What follows belongs to an exercise in optimizing a design on an open flow for small area, a short achievable clock period and few clock cycles; a production flow would make more cautious choices.
RTL that was checked went through simulation tests only; none was proved equivalent to the original.
Power and IR drop assume default switching activity.

old:
## cluster_centroid_n
module cluster_centroid_n #(
  parameter int IMG_WIDTH    = 640,
  parameter int IMG_HEIGHT   = 480,
  parameter int NUM_CLUSTERS = 3,
  parameter int COLOR_W      = 12,
  parameter int DIST_THRESH  = 64,
  parameter int MIN_COUNT    = 4,
  localparam int XW = $clog2(IMG_WIDTH),
  localparam int YW = $clog2(IMG_HEIGHT),
  localparam int IW = (NUM_CLUSTERS > 1) ? $clog2(NUM_CLUSTERS) : 1
) (
  input  logic                         clk,
  input  logic                         rst,
  input  logic signed [COLOR_W-1:0]    pixel_r,
  input  logic signed [COLOR_W-1:0]    pixel_g,
  input  logic signed [COLOR_W-1:0]    pixel_b,
  input  logic                         pixel_valid,
  input  logic [XW-1:0]                x,
  input  logic [YW-1:0]                y,
  input  logic                         ref_wr_en,
  input  logic [IW-1:0]                ref_wr_idx,
  input  logic signed [COLOR_W-1:0]    ref_wr_r,
  input  logic signed [COLOR_W-1:0]    ref_wr_g,
  input  logic signed [COLOR_W-1:0]    ref_wr_b,
  output logic [NUM_CLUSTERS*XW-1:0]   centroid_x,
  output logic [NUM_CLUSTERS*YW-1:0]   centroid_y,
  output logic [NUM_CLUSTERS-1:0]      found,
  output logic                         frame_done,
  output logic                         busy,
  output logic                         overrun
);
clock: 8.0 ns
lec_check: 0
cap_margin: 20
core_margin: 2
core_utilization: 55
cts_buf_list: sky130_fd_sc_hd__clkbuf_8
setup_slack_margin: 5
slew_margin: 20
run.sh (not shown) runs the stock make flow with config.mk's settings and CLKGATE_MAP_FILE= SYNTH_SCRIPT=/design/flow/synth_recipe.tcl, a recipe that flattens the netlist after the stock synthesis.
Testbench counts of old, summed over its fixed seeds: cycles 7,798.
#### Input delta (new over old)
--- a/flow/design.v
+++ b/flow/design.v
@@ -32,15 +32,15 @@
   localparam int NC    = NUM_CLUSTERS;
   localparam int DW    = COLOR_W + 1;                
   localparam int AW    = $clog2(DIST_THRESH + 1);    
   localparam int SDW   = AW + 2;                     
   localparam int CW    = $clog2(IMG_WIDTH * IMG_HEIGHT + 1);
   localparam int SUM_W = $clog2(IMG_WIDTH * IMG_WIDTH * IMG_HEIGHT);
   localparam int QW    = XW;                         
-  localparam int RW    = CW;                         
+  localparam int RW    = CW + 1;                     
   localparam int MW    = RW + QW;                    
   localparam int STW   = $clog2(QW);
   localparam int SCW   = $clog2(QW);
   localparam int SSW   = $clog2((QW - 1) * IMG_WIDTH);
   logic signed [COLOR_W-1:0] r_ref_r [NC];
   logic signed [COLOR_W-1:0] r_ref_g [NC];
   logic signed [COLOR_W-1:0] r_ref_b [NC];
@@ -148,22 +148,22 @@
       w_add_y[k]    = r_sy[k][SUM_W-1:0] + SUM_W'(r2_y);
       w_sinc_cnt[k] = r_scnt[k] + SCW'(1);
       w_sadd_x[k]   = r_ssx[k] + SSW'(r2_x);
       w_sadd_y[k]   = r_ssy[k] + SSW'(r2_y);
     end
   end
   always_comb begin
-    logic [RW:0] tx, ty;
-    for (int k = 0; k < NC; k++) begin
-      tx = r_sx[k][MW-1:QW-1];
-      ty = r_sy[k][MW-1:QW-1];
-      w_gex[k] = tx >= {1'b0, r_cnt[k]};
-      w_gey[k] = ty >= {1'b0, r_cnt[k]};
-      w_rx[k]  = w_gex[k] ? RW'(tx - {1'b0, r_cnt[k]}) : tx[RW-1:0];
-      w_ry[k]  = w_gey[k] ? RW'(ty - {1'b0, r_cnt[k]}) : ty[RW-1:0];
+    logic [RW-1:0] tx, ty;
+    for (int k = 0; k < NC; k++) begin
+      tx = r_sx[k][MW-2:QW-1];
+      ty = r_sy[k][MW-2:QW-1];
+      w_rx[k]  = r_sx[k][MW-1] ? tx + RW'(r_cnt[k]) : tx - RW'(r_cnt[k]);
+      w_ry[k]  = r_sy[k][MW-1] ? ty + RW'(r_cnt[k]) : ty - RW'(r_cnt[k]);
+      w_gex[k] = !w_rx[k][RW-1];
+      w_gey[k] = !w_ry[k][RW-1];
     end
   end
   always_ff @(posedge clk) begin
     for (int k = 0; k < NC; k++) begin
       if (r_rst) begin
         r_cnt[k] <= '0;
         r_sx[k]  <= '0;
Notes after the runs:
The final layout from new, which completed every stage, passed the timing, design-rule and antenna checks at the end of the flow.
old → new: simple logic cell fraction of the synthesized area rose 1.7 points, final instance count without filler cells rose about 5%, multi-input gate area in the final layout rose 0.0013 sq mm.
Going from old to new, complex-gate fraction of the synthesized area down 0.70 points, number of distinct library cells after synthesis saw an increase.
Comparing old and new, final sequential cell count is higher on new.
Combinational group share of total power: higher on old
Diff old -> new | total length of routed met3 wires | down by a few percent
Delta (new minus old): number of multi-input combinational cells shows an increase of 204, final worst-path cycle share shows an increase of 9.8 points, clock transition time at the flip-flop clock pins of the worst setup and hold paths shows no meaningful change.
On post-synthesis instance total: new sits above old.
Global router's overall resource usage for new is lower than for old.
The RTL of new was laid out without a check of its function.

Setup of lane 3:
Another version of the RTL of cluster_centroid_n (not shown whole).
For scale: roughly 5400 cells after synthesis.
clock: 8.0 ns
lec_check: 0
cap_margin: 20
core_margin: 2
core_utilization: 40
setup_slack_margin: 5
slew_margin: 20
For lane 2, these inputs were changed with respect to lane 3:
--- a/flow/design.v
+++ b/flow/design.v
@@ -45,15 +45,16 @@
   logic signed [COLOR_W-1:0] r_ref_g [NC];
   logic signed [COLOR_W-1:0] r_ref_b [NC];
   logic           r_rst;           
   logic           r1_valid, r1_eof;
   logic [XW-1:0]  r1_x;
   logic [YW-1:0]  r1_y;
-  logic [AW+1:0]  r1_c [NC][3];    
-  logic [NC-1:0]  r2_ok;
-  logic [SDW-1:0] r2_d [NC];
+  logic [NC-1:0]  r1_ok;
+  logic [AW:0]    r1_u [NC][3];    
+  logic [NC-1:0]  r2_m;
+  logic [AW-1:0]  r2_d [NC];
   logic           r2_eof;
   logic [XW-1:0]  r2_x;
   logic [YW-1:0]  r2_y;
   logic [NC-1:0]    w_hit;
   logic [CW-1:0]    r_cnt  [NC];
   logic [MW-1:0]    r_sx   [NC];
@@ -90,60 +91,59 @@
     end
   end
   localparam int HW = COLOR_W - AW + 1;             
   function automatic logic [AW+1:0] chan(input logic signed [COLOR_W-1:0] p,
                                          input logic signed [COLOR_W-1:0] q);
     logic [AW:0]   lo;
+    logic [AW-1:0] l;
     logic [HW-1:0] ph, qh;
-    logic          b, z0, m1;
+    logic          b, z0, m1, ok, neg;
     lo  = {1'b0, p[AW-1:0]} - {1'b0, q[AW-1:0]};
+    l   = lo[AW-1:0];
     b   = lo[AW];
     ph  = {p[COLOR_W-1], p[COLOR_W-1:AW]};
     qh  = {q[COLOR_W-1], q[COLOR_W-1:AW]};
     z0  = b ? (ph == qh + HW'(1)) : (ph == qh);
     m1  = b ? (ph == qh) : (ph + HW'(1) == qh);
-    chan = {z0, m1, lo[AW-1:0]};
+    ok  = (z0 && l <= AW'(DIST_THRESH)) || (m1 && l >= AW'(DIST_THRESH));
+    neg = l > AW'(DIST_THRESH);
+    chan = {ok, neg, l ^ {AW{neg}}};
   endfunction
   always_ff @(posedge clk) begin
+    logic [AW+1:0] c [3];
     r_rst    <= rst;
     r1_valid <= !rst && pixel_valid;
     r1_eof   <= !rst && pixel_valid && x == XW'(IMG_WIDTH - 1) && y == YW'(IMG_HEIGHT - 1);
     r1_x     <= x;
     r1_y     <= y;
     for (int k = 0; k < NC; k++) begin
-      r1_c[k][0] <= chan(pixel_r, r_ref_r[k]);
-      r1_c[k][1] <= chan(pixel_g, r_ref_g[k]);
-      r1_c[k][2] <= chan(pixel_b, r_ref_b[k]);
-    end
-  end
-  always_ff @(posedge clk) begin
-    logic [AW-1:0] u [3];
-    logic [2:0]    neg, ok;
+      c[0] = chan(pixel_r, r_ref_r[k]);
+      c[1] = chan(pixel_g, r_ref_g[k]);
+      c[2] = chan(pixel_b, r_ref_b[k]);
+      r1_ok[k] <= c[0][AW+1] && c[1][AW+1] && c[2][AW+1];
+      for (int j = 0; j < 3; j++) r1_u[k][j] <= c[j][AW:0];
+    end
+  end
+  always_ff @(posedge clk) begin
+    logic [SDW-1:0] d;
     r2_eof <= !rst && r1_eof;
     r2_x   <= r1_x;
     r2_y   <= r1_y;
     for (int k = 0; k < NC; k++) begin
-      for (int j = 0; j < 3; j++) begin
-        neg[j] = r1_c[k][j][AW-1:0] > AW'(DIST_THRESH);
-        ok[j]  = (r1_c[k][j][AW+1] && !neg[j])
-              || (r1_c[k][j][AW] && r1_c[k][j][AW-1:0] >= AW'(DIST_THRESH));
-        u[j]   = r1_c[k][j][AW-1:0] ^ {AW{neg[j]}};
-      end
-      r2_ok[k] <= !rst && r1_valid && (&ok);
-      r2_d[k]  <= SDW'(u[0]) + SDW'(u[1]) + SDW'(u[2]) + SDW'(neg[0]) + SDW'(neg[1]) + SDW'(neg[2]);
+      d = SDW'(r1_u[k][0][AW-1:0]) + SDW'(r1_u[k][1][AW-1:0]) + SDW'(r1_u[k][2][AW-1:0])
+        + SDW'(r1_u[k][0][AW]) + SDW'(r1_u[k][1][AW]) + SDW'(r1_u[k][2][AW]);
+      r2_m[k] <= !rst && r1_valid && r1_ok[k] && d <= SDW'(DIST_THRESH);
+      r2_d[k] <= d[AW-1:0];
     end
   end
   always_comb begin
-    logic [NC-1:0] m;
-    for (int k = 0; k < NC; k++)
-      m[k] = r2_ok[k] && r2_d[k] <= SDW'(DIST_THRESH);
-    for (int k = 0; k < NC; k++) begin
-      w_hit[k] = m[k];
+    for (int k = 0; k < NC; k++) begin
+      w_hit[k] = r2_m[k];
       for (int j = 0; j < NC; j++) begin
-        if (j < k && m[j] && r2_d[j][AW-1:0] <= r2_d[k][AW-1:0]) w_hit[k] = 1'b0;
-        if (j > k && m[j] && r2_d[j][AW-1:0] <  r2_d[k][AW-1:0]) w_hit[k] = 1'b0;
+        if (j < k && r2_m[j] && r2_d[j] <= r2_d[k]) w_hit[k] = 1'b0;
+        if (j > k && r2_m[j] && r2_d[j] <  r2_d[k]) w_hit[k] = 1'b0;
       end
     end
     for (int k = 0; k < NC; k++) begin
       w_inc_cnt[k]  = r_cnt[k] + CW'(1);
       w_add_x[k]    = r_sx[k][SUM_W-1:0] + SUM_W'(r2_x);
       w_add_y[k]    = r_sy[k][SUM_W-1:0] + SUM_W'(r2_y);
Relative to lane 3, the final net count of lane 2 is higher by 2.0%.
Of lane 3 and lane 2, lane 2 shows the higher setup slack, with lane 3 below it.
Fraction of area in multi-input gates is higher on lane 2
Of lane 2 and lane 3, it is lane 2 that has the higher instance area at placement.
Of lane 3 and lane 2, lane 2 shows the lower initial antenna violation count, with lane 3 above it.
Going from lane 3 to lane 2, number of core rows grows by 0.83%.
[diff] die area, lane 2 relative to lane 3: regression
The share of total power in sequential cells reported for lane 2 is greater than that of lane 3 by 1.7 points.
Between lane 3 and lane 2, power is lower for lane 2, lane 3 comes in above that.
Startpoint of the most critical setup path = r1_c[4][3]$_DFF_P_: lane 3; startpoint of the most critical setup path = pixel_g[0]: lane 2
Testbench counts of lane 2, summed over its fixed seeds: cycles 7,798.
For lane 3, only the layout was checked, not whether the RTL still works.

## what the ideal ports hide
The flow's constraints put no driver on any port. The routed layouts listed below were extracted and timed again, unchanged, in two steps.
Step 1 assumes that a clkbuf_16 drives the clock port and a buf_2 every other input.
Step 2 moves the port delays by t, midway between the first and last clock arrival at a register: inputs arrive t later, outputs are due t later. That takes back most of the time a late clock gives input paths.
Slacks: ideal / step 1 / step 2; pairs: ideal / step 1.
run	shift t [ns]	slack for setup (ns)	hold WS [ns]	clock arrival spread, ns	slew at the worst register clock pin (ns)
old	0.830	4.919 / 4.919 / 4.292	0.320 / 0.320 / 0.320	0.045 / 0.045	0.08 / 0.08
new	0.859	4.138 / 4.138 / 4.138	0.314 / 0.314 / 0.314	0.050 / 0.050	0.07 / 0.07
lane 3	0.737	4.324 / 4.324 / 4.324	0.312 / 0.312 / 0.312	0.034 / 0.034	0.07 / 0.07
lane 2	0.706	4.652 / 4.686 / 3.980	0.322 / 0.322 / 0.322	0.024 / 0.024	0.07 / 0.07
After both steps every run listed still meets setup and hold. For lane 2, which loses most, drivers alone change the setup slack by +0.034 ns; drivers and shift together by -0.672 ns.
